Source: an optimization exercise on an open RTL-to-GDS flow (aim: small area and a short achievable clock period). Production flows keep margins and buffers that such runs may drop.
In this exercise RTL edits were held to simulation tests only and were not proved equivalent to the original.
Power is estimated from default activity; no workload was simulated.

## flow/design.v

```verilog
package regfile_pkg;
  localparam int DEF_XLEN = 32;
  localparam int DEF_NREG = 32;
  localparam int DEF_NRD  = 2;
  localparam int DEF_NWR  = 2;
  function automatic int addr_w(input int n);
    addr_w = (n > 1) ? $clog2(n) : 1;
  endfunction
  typedef logic [DEF_XLEN-1:0] xlen_t;
  typedef logic [addr_w(DEF_NREG)-1:0] reg_addr_t;
endpackage
module regfile_scoreboard
#(
  parameter int NREG     = regfile_pkg::DEF_NREG,
  parameter int NRD      = regfile_pkg::DEF_NRD,
  parameter int NWR      = regfile_pkg::DEF_NWR,
  parameter int ZERO_REG = 1,
  parameter int AW       = regfile_pkg::addr_w(regfile_pkg::DEF_NREG)
) (
  input  logic            clk_i,
  input  logic            rst_n_i,
  input  logic            iss_en_i,
  input  logic [AW-1:0]   iss_addr_i,
  input  logic [NWR-1:0]  wr_en_i,
  input  logic [NWR*AW-1:0] wr_addr_i,
  input  logic [NRD*NREG-1:0] rd_sel_i,
  output logic [NRD-1:0]  rd_busy_o
);
  logic [NREG-1:0] busy, busy_nxt;
  always_comb begin
    busy_nxt = busy;
    for (int w = 0; w < NWR; w++)
      if (wr_en_i[w]) busy_nxt[wr_addr_i[w*AW +: AW]] = 1'b0;
    if (iss_en_i) busy_nxt[iss_addr_i] = 1'b1;
    if (ZERO_REG != 0) busy_nxt[0] = 1'b0;
  end
  always_ff @(posedge clk_i or negedge rst_n_i)
    if (!rst_n_i) busy <= '0;
    else busy <= busy_nxt;
  always_comb
    for (int p = 0; p < NRD; p++) rd_busy_o[p] = |(rd_sel_i[p*NREG +: NREG] & busy_nxt);
endmodule
module regfile_mp
#(
  parameter int XLEN     = regfile_pkg::DEF_XLEN,
  parameter int NREG     = regfile_pkg::DEF_NREG,
  parameter int NRD      = regfile_pkg::DEF_NRD,
  parameter int NWR      = regfile_pkg::DEF_NWR,
  parameter int ZERO_REG = 1,
  localparam int AW      = regfile_pkg::addr_w(NREG)
) (
  input  logic              clk_i,
  input  logic              rst_n_i,
  input  logic [NRD-1:0]    rd_en_i,
  input  logic [NRD*AW-1:0] rd_addr_i,
  output logic [NRD*XLEN-1:0] rd_data_o,
  output logic [NRD-1:0]    rd_busy_o,
  input  logic [NWR-1:0]    wr_en_i,
  input  logic [NWR*AW-1:0] wr_addr_i,
  input  logic [NWR*XLEN-1:0] wr_data_i,
  input  logic              iss_en_i,
  input  logic [AW-1:0]     iss_addr_i
);
  localparam int R0 = (ZERO_REG != 0) ? 1 : 0;
  localparam int NROW = NREG - R0;           
  localparam int NT = NROW + NWR + 1;
  localparam int NSPL = 2;
  logic [NROW*XLEN-1:0] mem;
  logic [NROW-1:0]      vld;
  logic [NWR*NREG-1:0]  wsel;
  logic [(NWR+1)*NREG-1:0] whit_w;
  assign whit_w[NWR*NREG +: NREG] = '0;
  for (genvar w = 0; w < NWR; w++) begin : g_wsel
    for (genvar r = 0; r < NREG; r++) begin : g_r
      if (r < R0) begin : g_z
        assign wsel[w*NREG + r] = 1'b0;
      end else begin : g_n
        assign wsel[w*NREG + r] = wr_en_i[w] && (wr_addr_i[w*AW +: AW] == AW'(r)) &&
                                  !whit_w[(w+1)*NREG + r];
      end
      assign whit_w[w*NREG + r] = whit_w[(w+1)*NREG + r] | wsel[w*NREG + r];
    end
  end
  for (genvar i = 0; i < NROW; i++) begin : g_row
    localparam int R = R0 + i;
    logic [XLEN-1:0] nxt, q;
    logic            v;
    logic [NWR:0]    sel;
    assign sel[0] = !whit_w[R];
    for (genvar w = 0; w < NWR; w++) begin : g_s
      assign sel[w+1] = wsel[w*NREG + R];
    end
    for (genvar b = 0; b < XLEN; b++) begin : g_b
      logic [NWR:0] dat;
      assign dat[0] = q[b];
      for (genvar w = 0; w < NWR; w++) begin : g_d
        assign dat[w+1] = wr_data_i[w*XLEN + b];
      end
      regfile_ao #(.N(NWR+1)) u_ao (.sel_i(sel), .dat_i(dat), .y_o(nxt[b]));
    end
    always_ff @(posedge clk_i) q <= nxt;
    always_ff @(posedge clk_i or negedge rst_n_i)
      if (!rst_n_i) v <= 1'b0;
      else if (whit_w[R]) v <= 1'b1;
    assign mem[i*XLEN +: XLEN] = q;
    assign vld[i] = v;
  end
  logic [NREG-1:0] rd_whit;
  for (genvar r = 0; r < NREG; r++) begin : g_rdw
    logic [NWR-1:0] dec;
    for (genvar w = 0; w < NWR; w++) begin : g_w
      regfile_dec #(.R(r), .AW(AW)) u_dec (
        .en_i(wr_en_i[w]), .a_i(wr_addr_i[w*AW +: AW]), .y_o(dec[w])
      );
    end
    assign rd_whit[r] = |dec;
  end
  logic [NRD*NREG-1:0] rsel_addr;
  logic [NRD-1:0]      sb_busy;
  logic [NRD*XLEN-1:0] rd_nxt;
  for (genvar p = 0; p < NRD; p++) begin : g_rd
    logic [NT-1:0]   sel;
    logic [NWR:0]    found;
    logic [NWR-1:0]  bsel;
    logic [AW-1:0]   ra;
    logic            en;
    assign ra = rd_addr_i[p*AW +: AW];
    assign en = rd_en_i[p];
    assign found[NWR] = 1'b0;
    for (genvar w = 0; w < NWR; w++) begin : g_b
      assign bsel[w] = wr_en_i[w] && (wr_addr_i[w*AW +: AW] == ra) &&
                       (ZERO_REG == 0 || ra != '0) && !found[w+1];
      assign found[w] = found[w+1] | bsel[w];
      assign sel[NROW + w] = en && bsel[w];
    end
    for (genvar r = 0; r < NREG; r++) begin : g_r
      assign rsel_addr[p*NREG + r] = (ra == AW'(r)) && (r >= R0);
      if (r >= R0) begin : g_s
        assign sel[r - R0] = en && rsel_addr[p*NREG + r] && vld[r - R0] && !rd_whit[r];
      end
    end
    assign sel[NT-1] = !en;
    logic [NROW-1:0]    row_rd, row_wr;
    logic [NSPL*NT-1:0] sel_s;
    for (genvar i = 0; i < NROW; i++) begin : g_rw
      assign row_rd[i] = rsel_addr[p*NREG + R0 + i];
      assign row_wr[i] = rd_whit[R0 + i];
    end
    for (genvar q = 0; q < NSPL; q++) begin : g_split
      regfile_rsel #(.NROW(NROW), .NWR(NWR)) u_rsel (
        .en_i(en), .row_i(row_rd), .vld_i(vld), .wr_i(row_wr), .byp_i(bsel),
        .sel_o(sel_s[q*NT +: NT])
      );
    end
    for (genvar b = 0; b < XLEN; b++) begin : g_bit
      logic [NT-1:0] dat;
      for (genvar i = 0; i < NROW; i++) begin : g_m
        assign dat[i] = mem[i*XLEN + b];
      end
      for (genvar w = 0; w < NWR; w++) begin : g_w
        assign dat[NROW + w] = wr_data_i[w*XLEN + b];
      end
      assign dat[NT-1] = rd_data_o[p*XLEN + b];
      regfile_ao #(.N(NT)) u_ao (.sel_i(sel_s[(b*NSPL/XLEN)*NT +: NT]), .dat_i(dat), .y_o(rd_nxt[p*XLEN + b]));
    end
  end
  regfile_scoreboard #(
    .NREG(NREG), .NRD(NRD), .NWR(NWR), .ZERO_REG(ZERO_REG), .AW(AW)
  ) u_sb (
    .clk_i(clk_i),
    .rst_n_i(rst_n_i),
    .iss_en_i(iss_en_i),
    .iss_addr_i(iss_addr_i),
    .wr_en_i(wr_en_i),
    .wr_addr_i(wr_addr_i),
    .rd_sel_i(rsel_addr),
    .rd_busy_o(sb_busy)
  );
  always_ff @(posedge clk_i or negedge rst_n_i)
    if (!rst_n_i) begin
      rd_data_o <= '0;
      rd_busy_o <= '0;
    end else begin
      rd_data_o <= rd_nxt;
      for (int p = 0; p < NRD; p++)
        if (rd_en_i[p]) rd_busy_o[p] <= sb_busy[p];
    end
endmodule
module regfile_ao #(
  parameter int N = 3
) (
  input  logic [N-1:0] sel_i,
  input  logic [N-1:0] dat_i,
  output logic         y_o
);
  localparam int NG = (N + 2) / 3;
  logic [NG-1:0] g_n;
  for (genvar g = 0; g < NG; g++) begin : g_grp
    localparam int K = (N - 3*g >= 3) ? 3 : N - 3*g;
    regfile_aoi #(.K(K)) u_aoi (.sel_i(sel_i[3*g +: K]), .dat_i(dat_i[3*g +: K]), .y_no(g_n[g]));
  end
  if (NG == 1) begin : g_one
    assign y_o = !g_n[0];
  end else begin : g_many
    localparam int NP = (NG + 1) / 2;
    localparam int NQ = (NP + 2) / 3;
    logic [NP-1:0] pr;
    logic [NQ-1:0] qn;
    for (genvar i = 0; i < NP; i++) begin : g_p
      localparam int KP = (NG - 2*i >= 2) ? 2 : 1;
      regfile_nand #(.N(KP)) u_p (.a_i(g_n[2*i +: KP]), .y_o(pr[i]));
    end
    for (genvar i = 0; i < NQ; i++) begin : g_q
      localparam int KQ = (NP - 3*i >= 3) ? 3 : NP - 3*i;
      regfile_nor #(.N(KQ)) u_q (.a_i(pr[3*i +: KQ]), .y_o(qn[i]));
    end
    regfile_nand #(.N(NQ)) u_r (.a_i(qn), .y_o(y_o));
  end
endmodule
module regfile_nor #(
  parameter int N = 2
) (
  input  logic [N-1:0] a_i,
  output logic         y_o
);
  assign y_o = !(|a_i);
endmodule
module regfile_aoi #(
  parameter int K = 3
) (
  input  logic [K-1:0] sel_i,
  input  logic [K-1:0] dat_i,
  output logic         y_no
);
  assign y_no = !(|(sel_i & dat_i));
endmodule
module regfile_nand #(
  parameter int N = 2
) (
  input  logic [N-1:0] a_i,
  output logic         y_o
);
  assign y_o = !(&a_i);
endmodule
module regfile_dec #(
  parameter int R  = 1,
  parameter int AW = 5
) (
  input  logic          en_i,
  input  logic [AW-1:0] a_i,
  output logic          y_o
);
  assign y_o = en_i && (a_i == AW'(R));
endmodule
module regfile_rsel #(
  parameter int NROW = 31,
  parameter int NWR  = 2
) (
  input  logic              en_i,
  input  logic [NROW-1:0]   row_i,
  input  logic [NROW-1:0]   vld_i,
  input  logic [NROW-1:0]   wr_i,
  input  logic [NWR-1:0]    byp_i,
  output logic [NROW+NWR:0] sel_o
);
  assign sel_o[NROW-1:0]       = {NROW{en_i}} & row_i & vld_i & ~wr_i;
  assign sel_o[NROW +: NWR]    = {NWR{en_i}} & byp_i;
  assign sel_o[NROW+NWR]       = !en_i;
endmodule
```

## flow/flow/run.sh

```bash
#!/bin/bash
# Standard ORFS layout (the standard.sh, unchanged synthesis) with three changes:
#  - ports are buffered with buf_2 instead of the default delay buffer;
#  - CTS clusters up to 20 sinks (100 um across) per leaf buffer and inserts no dummy loads;
#  - timing repair may resize a cell to any drive strength (MATCH_CELL_FOOTPRINT=0), not
#    only to cells of the same width.
set -euo pipefail
export BUFFER_PORTS_ARGS="-buffer_cell sky130_fd_sc_hd__buf_2"
export CTS_ARGS="-sink_clustering_enable -repair_clock_nets -sink_clustering_size 20 -sink_clustering_max_diameter 100 -dont_use_dummy_load"
bash standard.sh MATCH_CELL_FOOTPRINT=0 finish > orfs_make.log 2>&1
```

## flow/standard.sh

```bash
#!/bin/bash
# synth_recipe.tcl (not shown) runs the flow's synth.tcl, then flattens the netlist and writes it again
# the make line also repeats each setting of config.mk as NAME=value (left out here)
make -C /OpenROAD-flow-scripts/flow DESIGN_CONFIG=/design/flow/config.mk WORK_HOME=/design/flow/orfs CLKGATE_MAP_FILE= SYNTH_SCRIPT=/design/flow/synth_recipe.tcl "${@:-finish}"
```

## flow/config.mk

```make
export PLATFORM = sky130hd
export DESIGN_NAME = regfile_mp
export DESIGN_NICKNAME = regfile_mp
export VERILOG_FILES = /design/flow/design.v
export SDC_FILE = /design/flow/constraint.sdc
export NUM_CORES = 4
export LEC_CHECK = 0
export CAP_MARGIN = 20
export CELL_PAD_IN_SITES_DETAIL_PLACEMENT = 1
export CELL_PAD_IN_SITES_GLOBAL_PLACEMENT = 2
export CORE_MARGIN = 2
export CORE_UTILIZATION = 30
export PLACE_DENSITY = 0.4
export SETUP_SLACK_MARGIN = 3.85
export SLEW_MARGIN = 20
export SYNTH_HIERARCHICAL = 1
export SYNTH_MINIMUM_KEEP_SIZE = 0
export TNS_END_PERCENT = 10
```

## flow/constraint.sdc

```tcl
create_clock -name core_clock -period 7.5 [get_ports {clk_i}]
set_input_delay 1.5000 -clock core_clock [delete_from_list [all_inputs] [get_ports {clk_i}]]
set_output_delay 1.5000 -clock core_clock [all_outputs]
set_load 0.01 [all_outputs]
```

==> results.sh, run 1 <==
export IMPL_status="finished clean"
export IMPL_fmax_mhz=252
export IMPL_start_util=0.303
export IMPL_path_buf_inv=4
export IMPL_via_per_inst=7.20
export IMPL_relSlewSlack=0.0940
export IMPL_ys_warn_count=8
export IMPL_r2r_start="g_row[17].v"
export IMPL_startpoint="wr_addr_i[1]"
export IMPL_grt_remaining_overflow=0
export IMPL_grt_pass1_vias=55501
export IMPL_power_frac_seq=0.542
export IMPL_die_area_sq_um=184000
export IMPL_finClkSkew_ns=0.0525
export IMPL_p_int_w=0.0108
export IMPL_cp_arrival_ns=4.64
export IMPL_setup_slack_ns=3.54
export IMPL_postSynthAreaPerCell_sq_um=9.87
export IMPL_setup_viol=0
export IMPL_p_sw_w=0.00559
export IMPL_finalCoreUtilization=0.352
export IMPL_cp_cell_sequence="buf_4 > buf_12 > nand2b_1 > buf_4 > nor2_2 > nor2_2 > a222oi_1 > inv_1"
export IMPL_clk_pin_slew_worst_paths_ns=0.09
export IMPL_detailedRoute_firstIterationViolations=15005
export IMPL_ir_worst_vdd_mv=0.137
export IMPL_drv_slew=0
export IMPL_finalCritPeriodShare=0.528
export IMPL_cpLargestDelayFamily="simple AND/OR/NAND/NOR gates"
export IMPL_combPwrFrac=0.215
export IMPL_cts_buffers=70
export IMPL_crit_slowest_cell="nor2_2"
export IMPL_globalRouteTotalUtil=0.360
export IMPL_syn_nets=5590
export IMPL_clockRootBuffer="clkbuf_16"
export IMPL_drcViolationCount=0
export IMPL_clock_latency_ns=0.74
export IMPL_hp_start="g_row[25].q[26]"
export IMPL_hpwl_microns=226000
export IMPL_rsz0062_at_grt="yes"
export IMPL_core_sq_um=179000
export IMPL_clock_sinks=1120
export IMPL_grt_start_max_net_pins=52
export IMPL_drive_gt1_frac=0.165
export IMPL_hold_buffers=0
export IMPL_ios=162
export IMPL_cp_start_kind="input port"
export IMPL_fin_setup_tns_ns=0
export IMPL_final_hold_violation_count=0
export IMPL_gp_congestion=0.942
export IMPL_fp_row_count=155
export IMPL_synthCells=5483
export IMPL_firstDrtPassIters=13
export IMPL_worst_path_stages=8
export IMPL_worst_r2r_path_depth=6
export IMPL_cts_tree="yes"
export IMPL_switching_share=0.342
export IMPL_worst_pin_slew_ns=1.36
export IMPL_grt_pass1_wl_microns=471000
export IMPL_postRouteAntennaNets=0
export IMPL_wl_per_cell_microns=42.3
export IMPL_fp_dieW_microns=429
export IMPL_holdPathStages=2
export IMPL_vias=59394
export IMPL_worstSetupPathType="in2reg"
export IMPL_placed_area_sq_um=59700
export IMPL_syn2layout_area_growth_pct=16.3
export IMPL_place_ws_ns=2.10
export IMPL_cp_required_ns=8.17
export IMPL_die_height_microns=429
export IMPL_final_cell_area_sq_um=62900
export IMPL_crit_path_max_fanout=16
export IMPL_p_leak_nw=29.1
export IMPL_antenna_found_initial=18
export IMPL_drv_cap=0
export IMPL_endpoint_kind="flip-flop"
export IMPL_pwr_share_clk=0.243
export IMPL_htree_levels=3
export IMPL_nets=5997
export IMPL_power_density_nw_per_um2=260
export IMPL_port_buffers=161
export IMPL_routed_wl_microns=349000
export IMPL_slowest_delay_ns=1.08
export IMPL_hold_slack_ns=0.524
export IMPL_hp_class="reg2reg"
export IMPL_min_period_ns=3.96
export IMPL_syn_cell_area_sq_um=54100
export IMPL_clk_path_buf_depth=3
worst reg2reg max path, stage by stage (launching register included):
cell and delay [ns]:
dfrtp_1 0.44, and4b_1 0.20, buf_4 0.21, a222oi_1 0.53
nand2_1 0.31, nor3_2 0.60, nand2_1 0.13
stage by stage:
stage	std cells	power [W]
CTS	8207	0.0163
floorplan	5483	0.0107
detailed placement	8121	0.0123
finish	8247	0.0164
global placement	8114	0.0121
global route	8243	0.0171
state kept, by name, indices dropped and copies added, names as in the netlist:
register	flops
rd_data_o	64
u_sb.busy	31
g_row.v	31
g_row.q	992
rd_busy_o	2
power by group through the flow:
stage	logic (W)	clock network [W]	registers, W
final	0.00352	0.00399	0.00887
after global routing	0.00381	0.00429	0.00903
after CTS	0.00340	0.00410	0.00880
after detailed placement	0.00336	0	0.00893
after global placement	0.00325	0	0.00889
after floorplan	0.00225	0	0.00843
worst paths after layout:
path / to / slack [ns]
max: g_row[28].q[12] / 3.54
max in group asynchronous: g_row[6].v / 5.44
max reg2reg: rd_data_o[3] / 4.93
min: g_row[25].q[26] / 0.52
min reg2reg: g_row[25].q[26] / 0.52
min in group asynchronous: rd_data_o[33] / 0.79
routing by layer:
metal / GRT usage / wire, microns / vias up
li1: - / - / 24142
met1: 0.480 / 142000 / 30980
met2: 0.557 / 154000 / 3726
met3: 0.0894 / 39000 / 540
met4: 0.135 / 14300 / 6
met5: 0 / 36 / -
layout make-up:
type,instances,area (sq um)
Fill cell,20189,116000
Multi-Input combinational cell,3252,28100
Sequential cell,1120,23100
Inverter,1025,3850
Timing Repair Buffer,421,3150
Tap cell,2355,2950
Clock buffer,70,1750
Antenna cell,4,10.0
cells in the final DEF, fill, tap and decap left out, types with 9 or more instances in the layout:
cell	n
buf_2	148
and4b_4	22
nor2_1	127
clkbuf_16	75
buf_6	13
nor3_4	66
buf_4	236
nand2_1	565
o21ai_0	10
nand3_1	24
xnor2_1	18
and4b_2	49
nand4b_1	26
or3_1	36
a221oi_1	9
nand4bb_1	18
inv_1	1023
nand3b_1	9
a22oi_1	10
a222oi_1	1698
nor2_4	59
nor3_2	123
dfrtp_1	128
dfxtp_1	992
nor3b_2	31
nand4_1	32
nor2b_1	13
nor2_2	13
and4b_1	53
or2_2	40
what timing repair did:
item	CTS	global route
gates resized for setup	130	125
buffers inserted	15	30
pin swaps	26	35
setup endpoints to repair	1040	693
gates cloned	1	5
==> inputs of run 2 (changes only) <==
--- a/flow/design.v
+++ b/flow/design.v
@@ -65,5 +65,5 @@
   localparam int NROW = NREG - R0;           
   localparam int NT = NROW + NWR + 1;
-  localparam int NSPL = 2;
+  localparam int NSPL = 4;
   logic [NROW*XLEN-1:0] mem;
   logic [NROW-1:0]      vld;
==> run 2 against run 1 <==
  * Non-clock buffer count rose by 25
  * Utilization rose by 0.058 points
  * Flip-flop and latch count did not move
  * Largest power group unchanged
  * Clock-buffer cell count rose by 1
  * Wire length rose by 6.4%
  * Highest routed layer unchanged
==> results.sh, run 2 <==
export IMPL_status="finished clean"
export IMPL_largest_reg_flops=992
export IMPL_wl_per_cell_microns=43.5
export IMPL_die_height_microns=434
export IMPL_vias=61861
export IMPL_routed_wl_microns=372000
export IMPL_largest_register="g_row.q"
export IMPL_cts_buffers=71
export IMPL_via_per_inst=7.25
export IMPL_fin_setup_tns_ns=0
export IMPL_ios=162
export IMPL_nets=6164
export IMPL_min_period_ns=3.94
export IMPL_hp_class="reg2reg"
export IMPL_drv_slew=0
export IMPL_cp_required_ns=8.17
export IMPL_final_common_cell="a222oi_1"
export IMPL_port_buffers=161
export IMPL_hold_buffers=0
export IMPL_syn_cell_area_sq_um=55600
export IMPL_postRouteAntennaNets=0
export IMPL_finClkSkew_ns=0.0566
export IMPL_finalCoreUtilization=0.352
export IMPL_antenna_found_initial=23
export IMPL_clockRootBuffer="clkbuf_16"
export IMPL_p_leak_nw=30.1
export IMPL_final_hold_violation_count=0
export IMPL_gp_congestion=0.959
export IMPL_drv_cap=0
export IMPL_mostFrequentLayoutCells="1698 x a222oi_1, 1029 x inv_1, 992 x dfxtp_1, 561 x nand2_1, 252 x buf_4"
export IMPL_clock_latency_ns=0.75
export IMPL_hpwl_microns=251000
export IMPL_core_sq_um=183000
export IMPL_drive_gt1_frac=0.166
export IMPL_postSynthAreaPerCell_sq_um=9.87
export IMPL_ys_warn_count=8
export IMPL_globalRouteTotalUtil=0.376
export IMPL_worst_pin_slew_ns=1.25
export IMPL_ir_worst_vdd_mv=0.158
export IMPL_synthCells=5631
export IMPL_crit_path_max_fanout=21
export IMPL_multi_input_area_sq_um=29500
export IMPL_endpoint_kind="flip-flop"
export IMPL_rsz0062_at_grt="yes"
export IMPL_start_util=0.303
export IMPL_syn2layout_area_growth_pct=16.4
export IMPL_fp_row_count=157
export IMPL_fp_dieW_microns=434
export IMPL_finalCritPeriodShare=0.525
export IMPL_grt_remaining_overflow=0
export IMPL_clk_pin_slew_worst_paths_ns=0.09
export IMPL_firstDrtPassIters=14
export IMPL_grt_start_max_net_pins=131
export IMPL_syn_nets=5738
export IMPL_drcViolationCount=0
export IMPL_clk_path_buf_depth=3
export IMPL_power_density_nw_per_um2=258
export IMPL_die_area_sq_um=189000
export IMPL_regArea_sq_um=23100
export IMPL_relSlewSlack=0.160
export IMPL_cts_tree="yes"
export IMPL_top_regs="g_row.q: 992 flops, rd_data_o: 64 flops"
export IMPL_fillCellCount=20778
export IMPL_fmax_mhz=254
export IMPL_detailedRoute_firstIterationViolations=15629
export IMPL_clock_sinks=1120
export IMPL_cp_start_kind="input port"
export IMPL_worstSetupPathType="in2reg"
export IMPL_grt_pass1_wl_microns=499000
export IMPL_cp_arrival_ns=4.61
export IMPL_grt_pass1_vias=57560
export IMPL_htree_levels=3
export IMPL_setup_viol=0
## run 2: cell type report
| cell class | instances | area share |
|---|---|---|
| sequential | 1120 | 0.357 |
| tap | 2464 | 0.0477 |
| inverter | 1029 | 0.0597 |
| antenna | 17 | 0.000658 |
| clock buffer | 71 | 0.0275 |
| timing repair buffer | 446 | 0.0520 |
| multi-input combinational | 3389 | 0.456 |
## run 2: per-stage QoR
step           worst slack [ns]  hold WS (ns)  instance area, sq um  total power, W  instances
2_1_floorplan              3.53         0.451                 55800          0.0107       5631
3_3_place_gp               1.46         0.491                 61000          0.0124       8346
3_5_place_dp               2.28         0.505                 61200          0.0125       8352
4_1_cts                    3.58         0.527                 63800          0.0166       8476
5_1_grt                    3.58         0.545                 64600          0.0174       8520
6_report                   3.56         0.524                 64700          0.0167       8536
## run 2: worst paths after layout
path | from | end | slack, ns | depth (start not counted)
worst max-delay path | wr_addr_i[2] | g_row[6].q[14] | 3.56 | 7
worst min-delay path | g_row[25].q[21] | g_row[25].q[21] | 0.52 | 2
worst max register to register | g_row[11].v | rd_data_o[52] | 4.85 | 5
worst min register to register | g_row[25].q[21] | g_row[25].q[21] | 0.52 | 2
max in group asynchronous | rst_n_i | rd_data_o[58] | 5.42 | 2
min in group asynchronous | rst_n_i | g_row[1].v | 0.77 | 1
## run 2: critical path, cell delays in order
cell,delay (ns)
buf_6,0.26
nor2b_1,0.58
nand2_1,0.63
nor3_4,0.93
buf_4,0.44
a222oi_1,0.11
inv_1,0.09
## run 2: routing by layer
layer	vias to the layer above	global-route usage	routed length, microns
met2	3805	0.586	165000
met5	-	0	60
met4	8	0.149	16200
met1	32578	0.511	153000
li1	24903	-	-
met3	567	0.0714	36800
## run 2: timing repair
item | CTS | global route
pin swaps | 30 | 63
gates resized for setup | 92 | 112
endpoints found under the hold margin | 0 | 0
setup buffers | 49 | 39
cloned | 4 | 3
endpoints found under the setup margin | 1048 | 742
## run 2: power by group
part           internal (W)  total, W  leakage (nW)  switching, W
sequential          0.00750   0.00905          9.87       0.00155
combinational       0.00161   0.00356          19.3       0.00195
clock               0.00169   0.00406         0.875       0.00237
total                0.0108    0.0167          30.1       0.00587

==> static timing again, ports no longer ideal <==
How much do the figures lean on ideal ports? The routed layouts below were timed once more, with nothing changed but the port constraints.
Step 1, drivers: a clkbuf_16 drives clk_i and a buf_2 each remaining input, both assumed.
Step 2 moves the port delays by t, midway between the first and last clock arrival at a register: inputs arrive t later, outputs are due t later. That takes back most of the time a late clock gives input paths.
Three values: no drivers, after step 1, after step 2; two values: the first two.
| run | t (ns) | setup WS [ns] | hold WS [ns] | worst setup path at the end |
|---|---|---|---|---|
| run 1 | 0.805 | 3.537 / 3.572 / 2.767 | 0.524 / 0.524 / 0.524 | input to register |
| run 2 | 0.817 | 3.562 / 3.611 / 2.794 | 0.524 / 0.524 / 0.524 | input to register |
After both steps every run listed still meets setup and hold. For run 1, which loses most, drivers alone change the setup slack by +0.035 ns; drivers and shift together by -0.770 ns.
